This is an optimization exercise on Yosys and OpenROAD, whose aim is small area, not a production implementation.
Where RTL was checked, it was by simulation tests only, not by an equivalence proof against the original.
Power figures rest on the tool's default switching activity, not on a simulated workload.

==> inputs of trial 49 <==
==> flow/design.v <==
`timescale 1ns/1ps
package tcp_pkg;
    localparam int NUM_FLOWS = 4;
    localparam int MAX_SEG   = 64;
endpackage
`timescale 1ns/1ps
`timescale 1ns/1ps
`timescale 1ns/1ps
`timescale 1ns/1ps
`timescale 1ns/1ps
`timescale 1ns/1ps
module tcp_engine (
     input                          clk
    ,input                          rst
    ,input                          rx_hdr_val
    ,input  logic [49:0]            rx_hdr       
    ,output logic                   rx_hdr_rdy
    ,input                          tail_wr_val
    ,input  logic [1:0]             tail_wr_flowid
    ,input  logic [31:0]            tail_wr_ptr
    ,output logic                   tx_pkt_val
    ,output logic [83:0]            tx_pkt       
    ,input                          tx_pkt_rdy
);
    logic [1:0]  p;              
    logic [1:0]  rr;             
    logic [3:0]  v;              
    logic [31:0] exp_r  [4];
    logic [31:0] head_r [4];
    logic [31:0] tail_r [4];
    logic [1:0]  o_flow;
    logic [31:0] o_seq;
    logic [31:0] o_ack;
    logic [6:0]  o_len;
    wire [31:0] exp0  = exp_r[0]  & {32{v[0]}};
    wire [31:0] head0 = head_r[0] & {32{v[0]}};
    wire [31:0] tail0 = tail_r[0];
    wire out_free = ~tx_pkt_val | tx_pkt_rdy;
    assign rx_hdr_rdy = out_free & (rx_hdr[49:48] == p);
    wire accept   = rx_hdr_val & rx_hdr_rdy;
    wire in_order = rx_hdr[47:16] == exp0;
    wire [31:0] next_exp = exp0 + {16'b0, rx_hdr[15:0] & {16{accept & in_order}}};
    wire [31:0] avail   = tail0 - head0;
    wire        ge64    = |avail[31:6];
    wire        pend    = ge64 | (|avail[5:0]);
    wire [6:0]  seg_len = {ge64, avail[5:0] & {6{~ge64}}};
    wire        my_turn = rr == p;
    wire        send    = out_free & ~accept & my_turn & pend;
    wire [31:0] next_head = head0 + {25'b0, seg_len & {7{send}}};
    wire [1:0]  wpos  = tail_wr_flowid - p - 2'd1;
    wire [31:0] wdata = tail_wr_ptr & {32{~rst}};
    always_ff @(posedge clk) begin
        for (int k = 0; k < 3; k++) begin
            exp_r[k]  <= exp_r[k+1];
            head_r[k] <= head_r[k+1];
        end
        exp_r[3]  <= next_exp;
        head_r[3] <= next_head;
        for (int k = 0; k < 4; k++) begin
            if (rst | (tail_wr_val & (wpos == 2'(k))))
                tail_r[k] <= wdata;
            else
                tail_r[k] <= tail_r[(k+1)%4];
        end
    end
    always_ff @(posedge clk) begin
        if (rst) begin
            p          <= '0;
            rr         <= '0;
            v          <= '0;
            tx_pkt_val <= 1'b0;
        end else begin
            p  <= p + 2'd1;
            v  <= {1'b1, v[3:1]};
            if (my_turn & (send | ~pend))
                rr <= rr + 2'd1;
            if (out_free)
                tx_pkt_val <= accept | send;
        end
    end
    always_ff @(posedge clk) begin
        if (out_free) begin
            o_flow <= p;
            o_seq  <= head0;
            o_ack  <= next_exp;
            o_len  <= seg_len & {7{~accept}};
        end
    end
    assign tx_pkt = {o_flow, o_seq, o_ack, 1'b1, |o_len, 9'b0, o_len};
endmodule
==> flow/run.sh <==
#!/bin/bash
# synth_recipe.tcl (not shown) runs the flow's synth.tcl, then flattens the netlist and writes it again
# the make line also repeats each setting of config.mk as NAME=value (left out here)
make -C /OpenROAD-flow-scripts/flow DESIGN_CONFIG=/design/flow/config.mk WORK_HOME=/design/flow/orfs CLKGATE_MAP_FILE= SYNTH_SCRIPT=/design/flow/synth_recipe.tcl finish
==> flow/config.mk <==
export PLATFORM = sky130hd
export DESIGN_NAME = tcp_engine
export DESIGN_NICKNAME = tcp_engine
export VERILOG_FILES = /design/flow/design.v
export SDC_FILE = /design/flow/constraint.sdc
export NUM_CORES = 4
export LEC_CHECK = 0
export CAP_MARGIN = 20
export CORE_MARGIN = 2
export CORE_UTILIZATION = 40
export SLEW_MARGIN = 20
==> flow/constraint.sdc <==
create_clock -name core_clock -period 8.5 [get_ports {clk}]
set_input_delay 1.7000 -clock core_clock [delete_from_list [all_inputs] [get_ports {clk}]]
set_output_delay 1.7000 -clock core_clock [all_outputs]
set_load 0.01 [all_outputs]
==> trial 93 (differences from trial 49) <==
--- a/flow/design.v
+++ b/flow/design.v
@@ -29,24 +29,33 @@
     logic [31:0] head_r [4];
-    logic [31:0] tail_r [4];
+    logic [30:0] tail_r [4];    
     logic [1:0]  o_flow;
-    logic [31:0] o_seq;
-    logic [31:0] o_ack;
-    logic [6:0]  o_len;
-    wire [31:0] exp0  = exp_r[0]  & {32{v[0]}};
-    wire [31:0] head0 = head_r[0] & {32{v[0]}};
-    wire [31:0] tail0 = tail_r[0];
-    wire out_free = ~tx_pkt_val | tx_pkt_rdy;
-    assign rx_hdr_rdy = out_free & (rx_hdr[49:48] == p);
+    logic [6:0]  o_len;          
+    logic        adv_q;          
+    wire [31:0] exp0  = exp_r[0];
+    wire [31:0] head0 = head_r[0];
+    wire [30:0] tail0 = tail_r[0];
+    wire out_done = ~tx_pkt_val | tx_pkt_rdy;
+    wire apply    = adv_q & out_done & (o_flow == p);
+    wire can_load = out_done & ~adv_q & v[0];
+    assign rx_hdr_rdy = can_load & (rx_hdr[49:48] == p);
     wire accept   = rx_hdr_val & rx_hdr_rdy;
     wire in_order = rx_hdr[47:16] == exp0;
-    wire [31:0] next_exp = exp0 + {16'b0, rx_hdr[15:0] & {16{accept & in_order}}};
-    wire [31:0] avail   = tail0 - head0;
-    wire        ge64    = |avail[31:6];
-    wire        pend    = ge64 | (|avail[5:0]);
-    wire [6:0]  seg_len = {ge64, avail[5:0] & {6{~ge64}}};
+    wire [16:0] exp_lo   = {1'b0, exp0[15:0]} + {1'b0, rx_hdr[15:0] & {16{accept & in_order}}};
+    wire [31:0] next_exp = {exp0[31:16] + {15'b0, exp_lo[16]}, exp_lo[15:0]};
+    wire [24:0] th    = tail0[30:6];
+    wire [24:0] hh_n  = ~head0[30:6];
+    wire [6:0]  dlo   = {1'b0, tail0[5:0]} - {1'b0, head0[5:0]};
+    wire [5:0]  d     = dlo[5:0];
+    wire        b     = dlo[6];
+    wire [24:0] hx    = th ^ hh_n;
+    wire [24:0] ho    = th | hh_n;
+    wire        hi_eq = (hx[0] == ~b) & (hx[24:1] == ho[23:0]);
+    wire        ge64    = ~hi_eq;
+    wire        pend    = ge64 | (|d);
+    wire [6:0]  seg_len = {ge64, d & {6{~ge64}}};
     wire        my_turn = rr == p;
-    wire        send    = out_free & ~accept & my_turn & pend;
-    wire [31:0] next_head = head0 + {25'b0, seg_len & {7{send}}};
+    wire        send    = can_load & ~accept & my_turn & pend;
+    wire [31:0] next_head = head0 + {25'b0, o_len & {7{apply}}};
     wire [1:0]  wpos  = tail_wr_flowid - p - 2'd1;
-    wire [31:0] wdata = tail_wr_ptr & {32{~rst}};
+    wire [30:0] wdata = tail_wr_ptr[30:0] & {31{~rst}};
     always_ff @(posedge clk) begin
@@ -56,4 +65,4 @@
         end
-        exp_r[3]  <= next_exp;
-        head_r[3] <= next_head;
+        exp_r[3]  <= next_exp  & {32{v[0]}};
+        head_r[3] <= next_head & {32{v[0]}};
         for (int k = 0; k < 4; k++) begin
@@ -70,2 +79,3 @@
             v          <= '0;
+            adv_q      <= 1'b0;
             tx_pkt_val <= 1'b0;
@@ -74,5 +84,9 @@
             v  <= {1'b1, v[3:1]};
-            if (my_turn & (send | ~pend))
+            if (v[0] & my_turn & (send | ~pend))
                 rr <= rr + 2'd1;
-            if (out_free)
+            if (send)
+                adv_q <= 1'b1;
+            else if (apply)
+                adv_q <= 1'b0;
+            if (out_done)
                 tx_pkt_val <= accept | send;
@@ -81,6 +95,4 @@
     always_ff @(posedge clk) begin
-        if (out_free) begin
+        if (can_load) begin
             o_flow <= p;
-            o_seq  <= head0;
-            o_ack  <= next_exp;
             o_len  <= seg_len & {7{~accept}};
@@ -88,3 +100,4 @@
     end
-    assign tx_pkt = {o_flow, o_seq, o_ack, 1'b1, |o_len, 9'b0, o_len};
+    wire [1:0] o_pos = o_flow - p;
+    assign tx_pkt = {o_flow, head_r[o_pos], exp_r[o_pos], 1'b1, |o_len, 9'b0, o_len};
 endmodule
==> flow/flow/run.sh (new file) <==
#!/bin/bash
# The standard layout (standard.sh) with two changes:
#  - synthesis is ORFS's synth.tcl unchanged except that ABC maps the
#    combinational logic with flow/abc.script (area-oriented, delay relaxed);
#    registers, their names and cell types are those of the standard synthesis;
#  - the port buffers are the smallest buffer cell;
#  - clock tree synthesis inserts no dummy loads.
set -euo pipefail
here=$(pwd)
sed 's#^\([[:space:]]*\)log_cmd abc {\*}\$abc_args#\1set abc_args [lreplace $abc_args 1 1 '"$here"'/flow/abc.script]\n\1log_cmd abc {*}$abc_args#' \
    "$FLOW_HOME/scripts/synth.tcl" > "$here/synth_area.tcl"
grep -q "flow/abc.script" "$here/synth_area.tcl"
sed 's#source \$::env(SCRIPTS_DIR)/synth.tcl#source '"$here"'/synth_area.tcl#' \
    "$here/synth_recipe.tcl" > "$here/synth_recipe_area.tcl"
grep -q "synth_area.tcl" "$here/synth_recipe_area.tcl"
bash standard.sh SYNTH_SCRIPT="$here/synth_recipe_area.tcl" \
    BUFFER_PORTS_ARGS="-buffer_cell sky130_fd_sc_hd__buf_1" \
    CTS_ARGS="-sink_clustering_enable -repair_clock_nets -sink_clustering_size 30 -sink_clustering_max_diameter 80 -buf_list {sky130_fd_sc_hd__clkbuf_4 sky130_fd_sc_hd__clkbuf_8 sky130_fd_sc_hd__clkbuf_16} -dont_use_dummy_load" \
    finish > standard_flow.log 2>&1
==> flow/flow/abc.script (new file) <==
&get -n
&st
&dch
&nf -R 1000
&put
topo
stime -c
==> flow/standard.sh (new file) <==
#!/bin/bash
# synth_recipe.tcl (not shown) runs the flow's synth.tcl, then flattens the netlist and writes it again
# the make line also repeats each setting of config.mk as NAME=value (left out here)
make -C /OpenROAD-flow-scripts/flow DESIGN_CONFIG=/design/flow/config.mk WORK_HOME=/design/flow/orfs CLKGATE_MAP_FILE= SYNTH_SCRIPT=/design/flow/synth_recipe.tcl "${@:-finish}"
CTS_BUF_LIST = sky130_fd_sc_hd__clkbuf_16   (was not set)
CTS_CLUSTER_DIAMETER = 80   (was not set)
CTS_CLUSTER_SIZE = 30   (was not set)
removed: flow/run.sh
==> comparison table <==
| item | trial 49 | trial 93 |
|---|---|---|
| Estimated wirelength of the detail-placed design | 30.0 mm | 22.7 mm |
| EDFF count, synth | 73 | 9 |
| Via count | 12700 | 10500 |
| Placed cell areas | 19700 µm² | 15200 µm² |
| Run status | finished clean | finished clean |
| Critical path endpoint | head_r[3][30] | exp_r[3][31] |
| Peak supply drop | 0.175 mV | 0.150 mV |
| Switching part of the total power | 0.258 | 0.237 |
| Area share of the leading cell type in the synthesized netlist | 0.447 | 0.560 |
| Critical Path Max Stage Delay | 0.85 ns | 0.46 ns |
| X dimension of the die | 214 µm | 191 µm |
| Die Height | 214 µm | 191 µm |
| Slew headroom | 0.366 | 0.391 |
| Switching power | 1.36 mW | 756 µW |
| Area of combinational cells with multiple inputs | 7030 µm² | 5710 µm² |
| Synthesized cell area | 17600 µm² | 13900 µm² |
| Share of synthesized cell area in full adder, half adder and majority cells | 0.0482 | 0.0555 |
| Multi-input combinational area share | 0.330 | 0.363 |
| Leakage | 8.51 nW | 6.21 nW |
| # H-tree levels | 2 | 1 |
| Slack of the worst reg-to-reg path | 1.05 ns | 1.95 ns |
| Sequential cell power | 2.41 mW | 1.97 mW |
Function not checked in trial 93: the RTL went through the layout flow alone.

-- port drivers added, routing unchanged --
In the flow no input, the clock included, has a driving cell. The finished layouts below were timed again as built, in two steps. Step 1, drivers: a clkbuf_16 drives clk and a buf_2 each remaining input, both assumed. Step 2 also shifts input and output timing later by t, the mid clock arrival at the registers, as if the neighbouring blocks saw the same clock. Three values: ideal ports, drivers, drivers and shift; two values: the first two.
run	t (ns)	setup WS [ns]	hold WS [ns]	latest minus earliest clock arrival (ns)	worst slew at a driven data input, ns
trial 49	0.623	1.053 / 1.053 / 1.053	0.319 / 0.319 / 0.319	0.022 / 0.023	0.07
trial 93	0.567	1.299 / 1.322 / 0.755	0.313 / 0.313 / 0.313	0.064 / 0.064	0.04
After both steps every run listed still meets setup and hold. For trial 93, which loses most, drivers alone change the setup slack by +0.023 ns; drivers and shift together by -0.544 ns.
